Source: an optimization exercise on an open RTL-to-GDS flow (aim: small area, a short achievable clock period and few clock cycles per item). Production flows keep margins and buffers that such runs may drop.
RTL that was checked went through simulation tests only; none was proved equivalent to the original.

==> run X: inputs <==
## sensor_activity_gesture_detector
module sensor_activity_gesture_detector (
   input  wire logic              clock,
   input  wire logic              reset,
   input  wire logic              req_valid,
   output logic                   req_ready,
   input  wire logic [31:0]       req_sample_time,
   input  wire logic [15:0]       req_raw_sample,
   output logic                   rsp_valid,
   input  wire logic              rsp_ready,
   output logic [15:0]            rsp_level,
   output logic                   rsp_active,
   output logic [1:0]             rsp_gesture_code,
   output logic [15:0]            rsp_window_min,
   output logic [15:0]            rsp_window_max,
   input  wire logic              csr_psel,
   input  wire logic              csr_penable,
   input  wire logic              csr_pwrite,
   input  wire logic [sagd_pkg::ADDR_W-1:0] csr_paddr,
   input  wire logic [63:0]       csr_pwdata,
   output logic [63:0]            csr_prdata,
   output logic                   csr_pready
);
==> flow/config.mk <==
export PLATFORM = sky130hd
export DESIGN_NAME = sensor_activity_gesture_detector
export DESIGN_NICKNAME = sensor_activity_gesture_detector
export VERILOG_FILES = /design/flow/design.v
export SDC_FILE = /design/flow/constraint.sdc
export NUM_CORES = 4
export LEC_CHECK = 0
export ABC_AREA = 1
export CAP_MARGIN = 30
export CORE_MARGIN = 2
export CORE_UTILIZATION = 40
export SETUP_SLACK_MARGIN = 4.5
export SLEW_MARGIN = 20
export SYNTH_HIERARCHICAL = 1
==> flow/constraint.sdc <==
create_clock -name core_clock -period 10.0 [get_ports {clock}]
set_input_delay 2.0000 -clock core_clock [delete_from_list [all_inputs] [get_ports {clock}]]
set_output_delay 2.0000 -clock core_clock [all_outputs]
set_load 0.01 [all_outputs]
run.sh (not shown) runs the stock make flow with config.mk's settings and CLKGATE_MAP_FILE= SYNTH_SCRIPT=/design/flow/synth_recipe.tcl, a recipe that flattens the netlist after the stock synthesis.
==> run C: changes against run X <==
--- a/flow/config.mk
+++ b/flow/config.mk
@@ -7,3 +7,2 @@
 export LEC_CHECK = 0
-export ABC_AREA = 1
 export CAP_MARGIN = 30
@@ -11,3 +10,3 @@
 export CORE_UTILIZATION = 40
-export SETUP_SLACK_MARGIN = 4.5
+export SETUP_SLACK_MARGIN = 4
 export SLEW_MARGIN = 20
==> results.txt <==
| metric | run C | run X |
|---|---|---|
| Cell depth of the worst flop-to-flop path | 14 | 24 |
| Beginning of the critical path | two0_ff[3]$_DFFE_PP_ | sum_ff[5]$_SDFFE_PP1P_ |
| Area of all placed cells without fillers | 74600 sq um | 79900 sq um |
| Run status | complete, no violations | complete, no violations |
| Crit share post-route | 0.593 | 0.544 |
| Sink of the worst hold path | now1_ff[14]$_DFFE_PN_ | h_ff[0]$_DFF_P_ |
| Capture point of the worst reg-to-reg path | cur1_ff[1]$_DFFE_PN_ | until_ff[0]$_SDFFE_PP0P_ |
| Met3 wire len | 11300 um | 13700 um |
| Worst min-delay path startpoint | now0_ff[14]$_DFFE_PP_ | scale_ff[0]$_SDFFE_PP0P_ |
| Mux share of post-synthesis cell area | 0.0185 | 0.000282 |
| Wirelength, routed | 186000 um | 215000 um |
| Synth Area per Inst | 10.2 sq um | 8.37 sq um |
| Number of signal-net inverters in the final layout | 468 | 1313 |
| Fmax | 0.169 GHz | 0.184 GHz |
| Instance area after placement | 70500 sq um | 74400 sq um |
| Required time of the critical path | 10.43 ns | 10.62 ns |
Testbench counts of run X, summed over its fixed seeds: cycles 10,192, items 9,600.
Testbench counts of run C, summed over its fixed seeds: cycles 10,192, items 9,600.

========
==> v28 <==
Another version of the RTL of sensor_activity_gesture_detector (not shown whole).
==> flow/config.mk <==
export PLATFORM = sky130hd
export DESIGN_NAME = sensor_activity_gesture_detector
export DESIGN_NICKNAME = sensor_activity_gesture_detector
export VERILOG_FILES = /design/flow/design.v
export SDC_FILE = /design/flow/constraint.sdc
export NUM_CORES = 4
export LEC_CHECK = 0
export CAP_MARGIN = 30
export CORE_MARGIN = 2
export CORE_UTILIZATION = 40
export SETUP_SLACK_MARGIN = 5
export SLEW_MARGIN = 20
export SYNTH_HIERARCHICAL = 1
==> flow/constraint.sdc <==
create_clock -name core_clock -period 10.0 [get_ports {clock}]
set_input_delay 2.0000 -clock core_clock [delete_from_list [all_inputs] [get_ports {clock}]]
set_output_delay 2.0000 -clock core_clock [all_outputs]
set_load 0.01 [all_outputs]
==> v36 (differences from v28) <==
--- a/flow/design.v
+++ b/flow/design.v
@@ -1114,10 +1114,11 @@
    logic signed [15:0] raw_high_ff;
    logic signed [32:0] scale_ff;
    logic [31:0]        thresh_ff;
    logic [15:0]        hold_ff;
    logic               csr_write;
+   logic [32:0]        prdata_ff;
    assign csr_write  = csr_psel && csr_penable && csr_pwrite;
    assign csr_pready = 1'b1;
    always_ff @(posedge clock) begin
       if (reset) begin
          raw_low_ff  <= sagd_pkg::RST_RAW_LOW;
@@ -1134,20 +1135,21 @@
             sagd_pkg::REG_HOLD_MS:   hold_ff     <= csr_pwdata[15:0];
             default: ;
          endcase
       end
    end
-   always_comb begin
+   always_ff @(posedge clock) begin
       unique case (csr_paddr[5:3])
-         sagd_pkg::REG_RAW_LOW:   csr_prdata = {48'd0, raw_low_ff};
-         sagd_pkg::REG_RAW_HIGH:  csr_prdata = {48'd0, raw_high_ff};
-         sagd_pkg::REG_SCALE:     csr_prdata = {31'd0, scale_ff};
-         sagd_pkg::REG_THRESHOLD: csr_prdata = {32'd0, thresh_ff};
-         sagd_pkg::REG_HOLD_MS:   csr_prdata = {48'd0, hold_ff};
-         default:                 csr_prdata = 64'd0;
+         sagd_pkg::REG_RAW_LOW:   prdata_ff <= {17'd0, raw_low_ff};
+         sagd_pkg::REG_RAW_HIGH:  prdata_ff <= {17'd0, raw_high_ff};
+         sagd_pkg::REG_SCALE:     prdata_ff <= scale_ff;
+         sagd_pkg::REG_THRESHOLD: prdata_ff <= {1'b0, thresh_ff};
+         sagd_pkg::REG_HOLD_MS:   prdata_ff <= {17'd0, hold_ff};
+         default:                 prdata_ff <= 33'd0;
       endcase
    end
+   assign csr_prdata = {31'd0, prdata_ff};
    logic        ordered;
    logic [15:0] span;
    logic        zero_ff;
    logic [32:0] h_ff;
    assign ordered = raw_low_ff < raw_high_ff;
@@ -1158,25 +1160,34 @@
    end
    logic        advance;
    logic        free0;
    logic        v0_ff, v1_ff, v2_ff;
    logic        rsp_valid_ff;
+   logic        skid_v_ff;
+   logic [15:0] skid_raw_ff;
+   logic [31:0] skid_now_ff;
    logic        accept;
    logic        commit;
    assign advance   = !rsp_valid_ff || rsp_ready;
    assign free0     = advance || !v0_ff;
-   assign req_ready = free0;
-   assign accept    = req_valid && free0;
+   assign req_ready = !skid_v_ff;
+   assign accept    = req_valid && !skid_v_ff;
    assign commit    = v2_ff && advance;
    always_ff @(posedge clock) begin
       if (reset) begin
+         skid_v_ff    <= 1'b0;
          v0_ff        <= 1'b0;
          v1_ff        <= 1'b0;
          v2_ff        <= 1'b0;
          rsp_valid_ff <= 1'b0;
       end else begin
-         if (free0) v0_ff <= req_valid;
+         if (free0) begin
+            skid_v_ff <= 1'b0;
+            v0_ff     <= skid_v_ff || accept;
+         end else if (accept) begin
+            skid_v_ff <= 1'b1;
+         end
          if (advance) begin
             v1_ff <= v0_ff;
             v2_ff <= v1_ff;
          end
          if (commit) begin
@@ -1184,18 +1195,24 @@
          end else if (rsp_ready) begin
             rsp_valid_ff <= 1'b0;
          end
       end
    end
+   always_ff @(posedge clock) begin
+      if (!skid_v_ff) begin
+         skid_raw_ff <= req_raw_sample;
+         skid_now_ff <= req_sample_time;
+      end
+   end
    logic [15:0] raw_in;
    logic [31:0] now_in;
    logic [15:0] mag;
    logic [8:0]  one, two, neg;
    logic [8:0]  one0_ff, two0_ff, neg0_ff;
    logic [31:0] now0_ff;
-   assign raw_in = req_raw_sample;
-   assign now_in = req_sample_time;
+   assign raw_in = skid_v_ff ? skid_raw_ff : req_raw_sample;
+   assign now_in = skid_v_ff ? skid_now_ff : req_sample_time;
    sagd_clamp u_clamp (
       .raw_sample (raw_in),
       .raw_low    (raw_low_ff),
       .raw_high   (raw_high_ff),
       .ordered    (ordered),
ABC_AREA = 1   (was unset)
==> v10 (differences from v28) <==
--- a/flow/design.v
+++ b/flow/design.v
@@ -1114,10 +1114,11 @@
    logic signed [15:0] raw_high_ff;
    logic signed [32:0] scale_ff;
    logic [31:0]        thresh_ff;
    logic [15:0]        hold_ff;
    logic               csr_write;
+   logic [32:0]        prdata_ff;
    assign csr_write  = csr_psel && csr_penable && csr_pwrite;
    assign csr_pready = 1'b1;
    always_ff @(posedge clock) begin
       if (reset) begin
          raw_low_ff  <= sagd_pkg::RST_RAW_LOW;
@@ -1134,20 +1135,21 @@
             sagd_pkg::REG_HOLD_MS:   hold_ff     <= csr_pwdata[15:0];
             default: ;
          endcase
       end
    end
-   always_comb begin
+   always_ff @(posedge clock) begin
       unique case (csr_paddr[5:3])
-         sagd_pkg::REG_RAW_LOW:   csr_prdata = {48'd0, raw_low_ff};
-         sagd_pkg::REG_RAW_HIGH:  csr_prdata = {48'd0, raw_high_ff};
-         sagd_pkg::REG_SCALE:     csr_prdata = {31'd0, scale_ff};
-         sagd_pkg::REG_THRESHOLD: csr_prdata = {32'd0, thresh_ff};
-         sagd_pkg::REG_HOLD_MS:   csr_prdata = {48'd0, hold_ff};
-         default:                 csr_prdata = 64'd0;
+         sagd_pkg::REG_RAW_LOW:   prdata_ff <= {17'd0, raw_low_ff};
+         sagd_pkg::REG_RAW_HIGH:  prdata_ff <= {17'd0, raw_high_ff};
+         sagd_pkg::REG_SCALE:     prdata_ff <= scale_ff;
+         sagd_pkg::REG_THRESHOLD: prdata_ff <= {1'b0, thresh_ff};
+         sagd_pkg::REG_HOLD_MS:   prdata_ff <= {17'd0, hold_ff};
+         default:                 prdata_ff <= 33'd0;
       endcase
    end
+   assign csr_prdata = {31'd0, prdata_ff};
    logic        ordered;
    logic [15:0] span;
    logic        zero_ff;
    logic [32:0] h_ff;
    assign ordered = raw_low_ff < raw_high_ff;
@@ -1158,25 +1160,34 @@
    end
    logic        advance;
    logic        free0;
    logic        v0_ff, v1_ff, v2_ff;
    logic        rsp_valid_ff;
+   logic        skid_v_ff;
+   logic [15:0] skid_raw_ff;
+   logic [31:0] skid_now_ff;
    logic        accept;
    logic        commit;
    assign advance   = !rsp_valid_ff || rsp_ready;
    assign free0     = advance || !v0_ff;
-   assign req_ready = free0;
-   assign accept    = req_valid && free0;
+   assign req_ready = !skid_v_ff;
+   assign accept    = req_valid && !skid_v_ff;
    assign commit    = v2_ff && advance;
    always_ff @(posedge clock) begin
       if (reset) begin
+         skid_v_ff    <= 1'b0;
          v0_ff        <= 1'b0;
          v1_ff        <= 1'b0;
          v2_ff        <= 1'b0;
          rsp_valid_ff <= 1'b0;
       end else begin
-         if (free0) v0_ff <= req_valid;
+         if (free0) begin
+            skid_v_ff <= 1'b0;
+            v0_ff     <= skid_v_ff || accept;
+         end else if (accept) begin
+            skid_v_ff <= 1'b1;
+         end
          if (advance) begin
             v1_ff <= v0_ff;
             v2_ff <= v1_ff;
          end
          if (commit) begin
@@ -1184,18 +1195,24 @@
          end else if (rsp_ready) begin
             rsp_valid_ff <= 1'b0;
          end
       end
    end
+   always_ff @(posedge clock) begin
+      if (!skid_v_ff) begin
+         skid_raw_ff <= req_raw_sample;
+         skid_now_ff <= req_sample_time;
+      end
+   end
    logic [15:0] raw_in;
    logic [31:0] now_in;
    logic [15:0] mag;
    logic [8:0]  one, two, neg;
    logic [8:0]  one0_ff, two0_ff, neg0_ff;
    logic [31:0] now0_ff;
-   assign raw_in = req_raw_sample;
-   assign now_in = req_sample_time;
+   assign raw_in = skid_v_ff ? skid_raw_ff : req_raw_sample;
+   assign now_in = skid_v_ff ? skid_now_ff : req_sample_time;
    sagd_clamp u_clamp (
       .raw_sample (raw_in),
       .raw_low    (raw_low_ff),
       .raw_high   (raw_high_ff),
       .ordered    (ordered),
CORE_UTILIZATION = 55   (was 40)
CTS_BUF_LIST = sky130_fd_sc_hd__clkbuf_4 sky130_fd_sc_hd__clkbuf_8   (was unset)
==> comparison <==
v36 passed the timing, DRC and antenna checks. v28 finished with max-capacitance violations, max-slew violations left. v10 reached the layout checks and failed them: max-slew violations.
Via count is about the same in v28 and v10.
First-iteration DRC count: v36 > v28 > v10.
Synthesized cell count: v28 < v10 < v36.
The highest non-clock buffer count belongs to v28, the lowest to v36.
The lowest global-route usage belongs to v28, the highest to v10.
Against v36, the hold slack of v28 is higher by 0.020 ns.
Count of clock-buffer cells in the layout: v10 is higher than v36 (69).
==> figures <==
|  | v28 | v10 | v36 |
|---|---|---|---|
| Outcome | complete, but fails checks | complete, but fails checks | complete, no violations |
| Layout check failures | max-capacitance violations, max-slew violations | max-slew violations | - |
| Crit-path most repeated cell | sky130_fd_sc_hd__fa_2 | sky130_fd_sc_hd__fa_1 | sky130_fd_sc_hd__fa_2 |
| Mux cell area share after synthesis | 0.005737 | 0.01358 | 0.0002999 |
| Vias | 48460 | 48390 | 54430 |
| Sequential element share of the synthesized area | 0.3069 | 0.3222 | 0.3083 |
| Maximum number of pins on one net before global-route repair | 212 | 205 | 156 |
| Grt met1 use | 0.3224 | 0.4316 | 0.3434 |
| Number of DRC violations after detailed-routing iteration 0 | 4401 | 4249 | 4667 |
| Number of global-route vias before repair | 48590 | 47940 | 54490 |
| Max-cap check violation count | 1 | 0 | 0 |
| DP Area | 65230 µm² | 66800 µm² | 70250 µm² |
| Number of sequential storage elements | 756 | 838 | 838 |
| Reg2Reg Setup Slack | 4.26 ns | 4.28 ns | 4.60 ns |
| Depth of the worst register-to-register path | 20 | 18 | 21 |
| Number of stages on the worst setup path | 20 | 18 | 21 |
| Critical R2R Capture | sqsum_ff[34] | cur1_ff[10] | cur1_ff[2] |
| Data required time at the worst endpoint | 10.64 ns | 10.57 ns | 10.44 ns |
| Antenna violations before repair | 4 | 6 | 13 |
| Routed length per instance | 22.25 µm | 22.66 µm | 20.43 µm |
Testbench counts of v36, summed over its fixed seeds: cycles 10,192, items 9,600.
Testbench counts of v10, summed over its fixed seeds: cycles 10,192, items 9,600.
The RTL of v28 was laid out without a check of its function.

afterwards: timing with drivers on the ports:
The results above use ideal ports. As a check the final layouts listed here were re-extracted and re-timed, cells and wires unchanged.
Step 1, drivers: a clkbuf_16 drives clock and a buf_2 each remaining input, both assumed.
Step 2, shift: input delay + t, output delay - t, t = (earliest + latest rising clock arrival at the registers) / 2. This alone moves slack from input paths to output paths.
a / b / c = ideal ports / drivers / drivers and shift; a / b = the first two.
run	shift t [ns]	setup WS [ns]	worst hold slack (ns)
run X	0.802	4.557 / 4.557 / 4.108	0.350 / 0.350 / 0.350
run C	0.790	4.066 / 4.066 / 3.629	0.402 / 0.402 / 0.402
v28	0.774	4.256 / 4.256 / 4.256	0.400 / 0.400 / 0.400
v36	0.780	4.597 / 4.597 / 4.416	0.380 / 0.380 / 0.380
v10	0.961	4.279 / 4.279 / 4.167	0.398 / 0.398 / 0.398
For run X, which loses most, drivers alone change the setup slack by 0.000 ns; drivers and shift together by -0.449 ns.
